Context: an optimization exercise on an open-source flow, tuned for small area and a short achievable clock period. The choices shown serve that exercise and are no tape-out recipe.
Where RTL was checked, it was by simulation tests only, not by an equivalence proof against the original.
No activity file was given, so power comes from the tool's default toggle rates.

==> run a: inputs <==
// signedMultiplier
module signedMultiplier
(
	input  logic          clk,
	input  logic          arstN,
	input  mulPkg::operandPairT   operands,
	output mulPkg::productResultT result
);
	logic [23:0] r0_a;
	logic [11:0] r0_neg, r0_one, r0_two;
	logic [5:0] valid;
	wire [23:0] mb = operands.multiplier;
	logic pp1;
	logic pp2;
	logic pp3;
	logic pp4;
	logic pp5;
	logic pp6;
	logic pp7;
	logic pp8;
	logic pp9;
	logic pp10;
	logic pp11;
	logic pp12;
	logic pp13;
	logic pp14;
	logic pp15;
	logic pp16;
	logic pp17;
	logic pp18;
	logic pp19;
	logic pp20;
	logic pp21;
	logic pp22;
	logic pp23;
	logic pp24;
	logic pp25;
	logic pp26;
	logic pp27;
	logic pp28;
	logic pp29;
	logic pp30;
	logic pp31;
	logic pp32;
	logic pp33;
	logic pp34;
	logic pp35;
	logic pp36;
	logic pp37;
	logic pp38;
	logic pp39;
	logic pp40;
	logic pp41;
	logic pp42;
	logic pp43;
	logic pp44;
	logic pp45;
	logic pp46;
	logic pp47;
	logic pp48;
	logic pp49;
	logic pp50;
	logic pp51;
	logic pp52;
	logic pp53;
	logic pp54;
	logic pp55;
	logic pp56;
	logic pp57;
	logic pp58;
	logic pp59;
	logic pp60;
	logic pp61;
	logic pp62;
	logic pp63;
	logic pp64;
	logic pp65;
	logic pp66;
	logic pp67;
	logic pp68;
	logic pp69;
	logic pp70;
	logic pp71;
	logic pp72;
	logic pp73;
	logic pp74;
	logic pp75;
	logic pp76;
	logic pp77;
	logic pp78;
	logic pp79;
	logic pp80;
	logic pp81;
	logic pp82;
	logic pp83;
	logic pp84;
	logic pp85;
	logic pp86;
	logic pp87;
	logic pp88;
	logic pp89;
	logic pp90;
	logic pp91;
	logic pp92;
	logic pp93;
	logic pp94;
	logic pp95;
	logic pp96;
	logic pp97;
	logic pp98;
	logic pp99;
	logic pp100;
	logic pp101;
	logic pp102;
	logic pp103;
	logic pp104;
	logic pp105;
	logic pp106;
	logic pp107;
	logic pp108;
	logic pp109;
	logic pp110;
	logic pp111;
	logic pp112;
	logic pp113;
	logic pp114;
	logic pp115;
	logic pp116;
	logic pp117;
	logic pp118;
	logic pp119;
	logic pp120;
	logic pp121;
	logic pp122;
	logic pp123;
	logic pp124;
	logic pp125;
	logic pp126;
	logic pp127;
	logic pp128;
	logic pp129;
	logic pp130;
	logic pp131;
	logic pp132;
	logic pp133;
	logic pp134;
	logic pp135;
	logic pp136;
	logic pp137;
	logic pp138;
	logic pp139;
	logic pp140;
	logic pp141;
	logic pp142;
	logic pp143;
  ...
Settings: LEC_CHECK=0, CAP_MARGIN=20, CORE_MARGIN=2, CORE_UTILIZATION=65, CTS_CLUSTER_DIAMETER=100, CTS_CLUSTER_SIZE=30, SETUP_SLACK_MARGIN=1.8, SLEW_MARGIN=20, SYNTH_HIERARCHICAL=1; clock period 4.0 ns.
run.sh (not shown) runs the stock make flow with config.mk's settings and CLKGATE_MAP_FILE= SYNTH_SCRIPT=/design/flow/synth_recipe.tcl, a recipe that flattens the netlist after the stock synthesis.
==> inputs of run b, as changes to run a <==
--- a/flow/config.mk
+++ b/flow/config.mk
@@ -7,9 +7,9 @@
 export LEC_CHECK = 0
 export CAP_MARGIN = 20
 export CORE_MARGIN = 2
-export CORE_UTILIZATION = 65
+export CORE_UTILIZATION = 40
 export CTS_CLUSTER_DIAMETER = 100
 export CTS_CLUSTER_SIZE = 30
-export SETUP_SLACK_MARGIN = 1.8
+export SETUP_SLACK_MARGIN = 1.85
 export SLEW_MARGIN = 20
 export SYNTH_HIERARCHICAL = 1
==> inputs of run c, as changes to run a <==
--- a/flow/config.mk
+++ b/flow/config.mk
@@ -7,9 +7,10 @@
 export LEC_CHECK = 0
 export CAP_MARGIN = 20
 export CORE_MARGIN = 2
-export CORE_UTILIZATION = 65
+export CORE_UTILIZATION = 40
 export CTS_CLUSTER_DIAMETER = 100
 export CTS_CLUSTER_SIZE = 30
+export PLACE_DENSITY = 0.65
 export SETUP_SLACK_MARGIN = 1.8
 export SLEW_MARGIN = 20
 export SYNTH_HIERARCHICAL = 1
==> inputs of run d, as changes to run a <==
--- a/flow/config.mk
+++ b/flow/config.mk
@@ -7,9 +7,10 @@
 export LEC_CHECK = 0
 export CAP_MARGIN = 20
 export CORE_MARGIN = 2
-export CORE_UTILIZATION = 65
+export CORE_UTILIZATION = 40
 export CTS_CLUSTER_DIAMETER = 100
 export CTS_CLUSTER_SIZE = 30
+export PLACE_DENSITY = 0.7
 export SETUP_SLACK_MARGIN = 1.8
 export SLEW_MARGIN = 20
 export SYNTH_HIERARCHICAL = 1
==> flow_summary.json <==
{
  "drt_first_iter_violations": 1091,
  "status": "no timing/DRC/antenna violations",
  "dpl.hpwl_um": 35000,
  "die_height_um": 192,
  "layout_common_cells": "dfxtp_1 (411), xnor2_1 (289), a22oi_1 (240)",
  "rr_startpoint": "r0_two[0]$_DFF_P_",
  "finalWirelength_um": 49700,
  "wl_per_cell_um": 20.8,
  "post_cts_buffers": 8
}
-- figures above: run a

==> flow_summary.json <==
{
  "status": "no timing/DRC/antenna violations",
  "post_cts_buffers": 28,
  "rr_startpoint": "r0_neg[10]$_DFF_P_",
  "drt_first_iter_violations": 1147,
  "wl_met2_um": 24900,
  "die_height_um": 244,
  "wl_per_cell_um": 19.8,
  "grt.met1_usage_pct": 23.9,
  "drt-vias-per-instance": 5.10,
  "cpPeakStageDelay_ps": 530,
  "layout_common_cells": "dfxtp_1 (417), xnor2_1 (287), a22oi_1 (234)",
  "synth_warnings": 7,
  "finalWirelength_um": 54700,
  "dpl.hpwl_um": 37500
}
-- figures above: run b

==> flow_summary.json <==
{
  "die_height_um": 244,
  "hold_class": "register to register",
  "wl_per_cell_um": 19.2,
  "nFillCells": 5131,
  "finalWirelength_um": 51900,
  "post_cts_buffers": 10,
  "rr_startpoint": "r0_neg[0]$_DFF_P_",
  "layout_common_cells": "dfxtp_1 (407), xnor2_1 (289), a22oi_1 (240)",
  "power_frac_comb_pct": 47.3,
  "dpl.hpwl_um": 36100,
  "pg_clk_w": 0.00275,
  "cpPeakStageDelay_ps": 650,
  "drt_first_iter_violations": 1097,
  "ys.flop_type": "dfxtp_1",
  "cp_max_fo": 17,
  "syn_area_mm2": 0.0231,
  "status": "no timing/DRC/antenna violations",
  "cts_tree": "built"
}
-- figures above: run c

==> flow_summary.json <==
{
  "status": "no timing/DRC/antenna violations",
  "area_growth_pct": 12.7,
  "layout_common_cells": "dfxtp_1 (412), xnor2_1 (290), a22oi_1 (240)",
  "wl_per_cell_um": 19.4,
  "post_cts_buffers": 5,
  "dpl.hpwl_um": 35700,
  "grt_max_degree": 32,
  "comb.multi_input.count": 1183,
  "multi_input_area_mm2": 0.0127,
  "ctsResizeCount": 150,
  "drt_first_iter_violations": 1155,
  "die_height_um": 244,
  "synth_area_leaders": "dfxtp_1 (40%), fa_1 (20%), xnor2_1 (11%)",
  "grt_pass1_wl_um": 81400,
  "num-nonclk-inverters": 65
}
-- figures above: run d


========
==> v38: inputs <==
Another version of the RTL of signedMultiplier (not shown whole).
clock: 4.0 ns
lec_check: 0
cap_margin: 20
core_margin: 2
core_utilization: 55
cts_cluster_diameter: 100
cts_cluster_size: 30
setup_slack_margin: 1.9
slew_margin: 20
synth_hierarchical: 1
==> inputs of v34, as changes to v38 <==
--- a/flow/config.mk
+++ b/flow/config.mk
@@ -12,3 +12,3 @@
 export CTS_CLUSTER_SIZE = 30
-export SETUP_SLACK_MARGIN = 1.9
+export SETUP_SLACK_MARGIN = 2.1
 export SLEW_MARGIN = 20
==> run notes <==
Between v38 and v34, the lower core utilization is in v38 (gap 3.5 points). Against v34, the combinational power of v38 is lower by about 7%. Sequential cell count is the same in v38 and v34. Between v38 and v34, the lower count of clock-buffer cells in the layout is in v38 (gap 1). Against v34, the global-route usage of v38 is lower by 0.59 points. In v34 the clock power is larger than in v38, by about 3%. In area after synthesis, v38 and v34 do not differ.

========
==> inputs of v31 <==
signedMultiplier, a different RTL version from the one above (not shown whole).
==> flow/design.v (excerpt) <==
module signedMultiplier
(
	input  logic          clk,
	input  logic          arstN,
	input  mulPkg::operandPairT   operands,
	output mulPkg::productResultT result
);
Settings: LEC_CHECK=0, CAP_MARGIN=20, CORE_MARGIN=2, CORE_UTILIZATION=40, CTS_CLUSTER_DIAMETER=100, CTS_CLUSTER_SIZE=30, SETUP_SLACK_MARGIN=1.8, SLEW_MARGIN=20, SYNTH_HIERARCHICAL=1; clock period 4.0 ns.
==> v24: changes against v31 <==
- CTS_CLUSTER_DIAMETER: 100 -> not set
- CTS_CLUSTER_SIZE: 30 -> not set
- SETUP_SLACK_MARGIN: 1.8 -> 2.0
==> comparison table <==
quantity                                                                               v24                      v31
Switching share of power                                                             41.1%                    42.5%
Total clock network power                                                          4.74 mW                  2.70 mW
Portion of total power attributed to sequential cells                                29.6%                    34.8%
Layout Nets                                                                           2580                     2432
Source of the worst register-to-register timing path                      r0_a[14]$_DFF_P_        r0_two[0]$_DFF_P_
Number of H-tree branching levels                                                        2                        1
Sw power                                                                           10.8 mW                  9.38 mW
Fraction of final layout cells with drive strength greater than 1                    43.4%                    19.1%
End point of the most critical hold path                                  r4_p[27]$_DFF_P_         r4_p[47]$_DFF_P_
Time the final worst path needs with I/O delays and setup                          2.24 ns                  2.22 ns
Endpoint required time on the critical path                                        4.55 ns                  4.50 ns
Total area of multi-input combinational cells                                  15700 sq um              13700 sq um
Power Density                                                                  815 nW/um^2              826 nW/um^2
Status                                                             complete, no violations  complete, no violations
Clock tree skew after final layout                                               0.0397 ns                0.0285 ns
Cell-internal power                                                                15.5 mW                  12.7 mW
Final hold slack                                                                  0.323 ns                 0.326 ns
No run of this note included a check of the RTL's function; only the layout flow was run.

========
==> run H <==
signedMultiplier, a different RTL version from the one above (not shown whole).
## signedMultiplier
module signedMultiplier
(
	input  logic          clk,
	input  logic          arstN,
	input  mulPkg::operandPairT   operands,
	output mulPkg::productResultT result
);
	logic [23:0] r0_a0;
	logic [23:0] r0_a1;
	logic [11:0] r0_neg, r0_one, r0_two;
	logic [11:0] r0_neg1, r0_one1, r0_two1;
	logic [5:0] valid;
	wire [23:0] mb = operands.multiplier;
	logic pp1;
	logic pp2;
	logic pp3;
	logic pp4;
	logic pp5;
	logic pp6;
	logic pp7;
	logic pp8;
	logic pp9;
	logic pp10;
	logic pp11;
	logic pp12;
	logic pp13;
	logic pp14;
	logic pp15;
	logic pp16;
	logic pp17;
	logic pp18;
	logic pp19;
	logic pp20;
	logic pp21;
	logic pp22;
	logic pp23;
	logic pp24;
	logic pp25;
	logic pp26;
	logic pp27;
	logic pp28;
	logic pp29;
	logic pp30;
	logic pp31;
	logic pp32;
	logic pp33;
	logic pp34;
	logic pp35;
	logic pp36;
	logic pp37;
	logic pp38;
	logic pp39;
	logic pp40;
	logic pp41;
	logic pp42;
	logic pp43;
	logic pp44;
	logic pp45;
	logic pp46;
	logic pp47;
	logic pp48;
	logic pp49;
	logic pp50;
	logic pp51;
	logic pp52;
	logic pp53;
	logic pp54;
	logic pp55;
	logic pp56;
	logic pp57;
	logic pp58;
	logic pp59;
	logic pp60;
	logic pp61;
	logic pp62;
	logic pp63;
	logic pp64;
	logic pp65;
	logic pp66;
	logic pp67;
	logic pp68;
	logic pp69;
	logic pp70;
	logic pp71;
	logic pp72;
	logic pp73;
	logic pp74;
	logic pp75;
	logic pp76;
	logic pp77;
	logic pp78;
	logic pp79;
	logic pp80;
	logic pp81;
	logic pp82;
	logic pp83;
	logic pp84;
	logic pp85;
	logic pp86;
	logic pp87;
	logic pp88;
	logic pp89;
	logic pp90;
	logic pp91;
	logic pp92;
	logic pp93;
	logic pp94;
	logic pp95;
	logic pp96;
	logic pp97;
	logic pp98;
	logic pp99;
	logic pp100;
	logic pp101;
	logic pp102;
	logic pp103;
	logic pp104;
	logic pp105;
	logic pp106;
	logic pp107;
	logic pp108;
  ...
==> flow/config.mk <==
export PLATFORM = sky130hd
export DESIGN_NAME = signedMultiplier
export DESIGN_NICKNAME = signedMultiplier
export VERILOG_FILES = /design/flow/design.v
export SDC_FILE = /design/flow/constraint.sdc
export NUM_CORES = 4
export LEC_CHECK = 0
export CAP_MARGIN = 20
export CORE_MARGIN = 2
export CORE_UTILIZATION = 55
export CTS_CLUSTER_DIAMETER = 90
export CTS_CLUSTER_SIZE = 25
export SETUP_SLACK_MARGIN = 2.0
export SLEW_MARGIN = 20
export SYNTH_HIERARCHICAL = 1
==> flow/constraint.sdc <==
create_clock -name core_clock -period 4.0 [get_ports {clk}]
set_input_delay 0.8000 -clock core_clock [delete_from_list [all_inputs] [get_ports {clk}]]
set_output_delay 0.8000 -clock core_clock [all_outputs]
set_load 0.01 [all_outputs]
==> run Y (differences from run H) <==
- CTS_CLUSTER_DIAMETER: 90 -> 100
- CTS_CLUSTER_SIZE: 25 -> 30
==> impl_metrics.tcl <==
set metrics [dict create \
    arrival_ns 2.46 \
    grt_pass1_wl_mm 83.72 \
    cts_setup_buffers 8 \
    grt_pass1_vias 14640 \
    status "no timing/DRC/antenna violations" \
    clkTransAtPathRegs_ns 0.09 \
    worstPathMaxFanout 14 \
    sw_frac_of_total 0.3586 \
]
-- figures above: run H

==> impl_metrics.tcl <==
set metrics [dict create \
    worstPathMaxFanout 12 \
    clkTransAtPathRegs_ns 0.11 \
    status "no timing/DRC/antenna violations" \
    sw_frac_of_total 0.3588 \
    cts_setup_buffers 9 \
]
-- figures above: run Y

No run of this note included a check of the RTL's function; only the layout flow was run.

-- re-timing with driven ports --
In the flow no input, the clock included, has a driving cell. The finished layouts below were timed again as built, in two steps. Step 1 (the two cells are an assumption about what drives the block):
set clk [get_ports {clk}]
set_driving_cell -lib_cell sky130_fd_sc_hd__clkbuf_16 $clk
set_driving_cell -lib_cell sky130_fd_sc_hd__buf_2 [delete_from_list [all_inputs] $clk]
Step 2 times the ports against the registers' clock, not the clock port: input delays grow and output delays shrink by t, the midpoint of the rising clock arrivals with the driver on. a / b / c = ideal / step 1 / step 2; a / b = the first two.
run | t, ns | setup slack, ns | hold WS [ns] | worst data-port slew with drivers (ns) | pins driven straight from the clock port
run a | 0.603 | 1.808 / 1.808 / 1.808 | 0.335 / 0.335 / 0.335 | 0.06 | 1
run b | 0.629 | 1.839 / 1.839 / 1.839 | 0.324 / 0.324 / 0.324 | 0.08 | 1
run c | 0.634 | 1.834 / 1.834 / 1.834 | 0.320 / 0.320 / 0.320 | 0.05 | 1
run d | 0.635 | 1.804 / 1.804 / 1.804 | 0.315 / 0.315 / 0.315 | 0.05 | 1
v38 | 0.625 | 1.894 / 1.894 / 1.846 | 0.329 / 0.329 / 0.329 | 0.07 | 1
v34 | 0.637 | 1.997 / 1.997 / 1.777 | 0.324 / 0.324 / 0.324 | 0.08 | 1
v31 | 0.625 | 1.781 / 1.781 / 1.781 | 0.326 / 0.326 / 0.326 | 0.04 | 1
v24 | 0.646 | 1.758 / 1.758 / 1.758 | 0.323 / 0.323 / 0.323 | 0.04 | 1
run H | 0.640 | 2.006 / 1.987 / 1.504 | 0.327 / 0.327 / 0.327 | 0.07 | 1
run Y | 0.632 | 2.024 / 1.988 / 1.578 | 0.325 / 0.325 / 0.325 | 0.07 | 1
After both steps every run listed still meets setup and hold. The setup slack of run H, which loses most, moves by -0.019 ns with the drivers and by -0.502 ns with both steps.
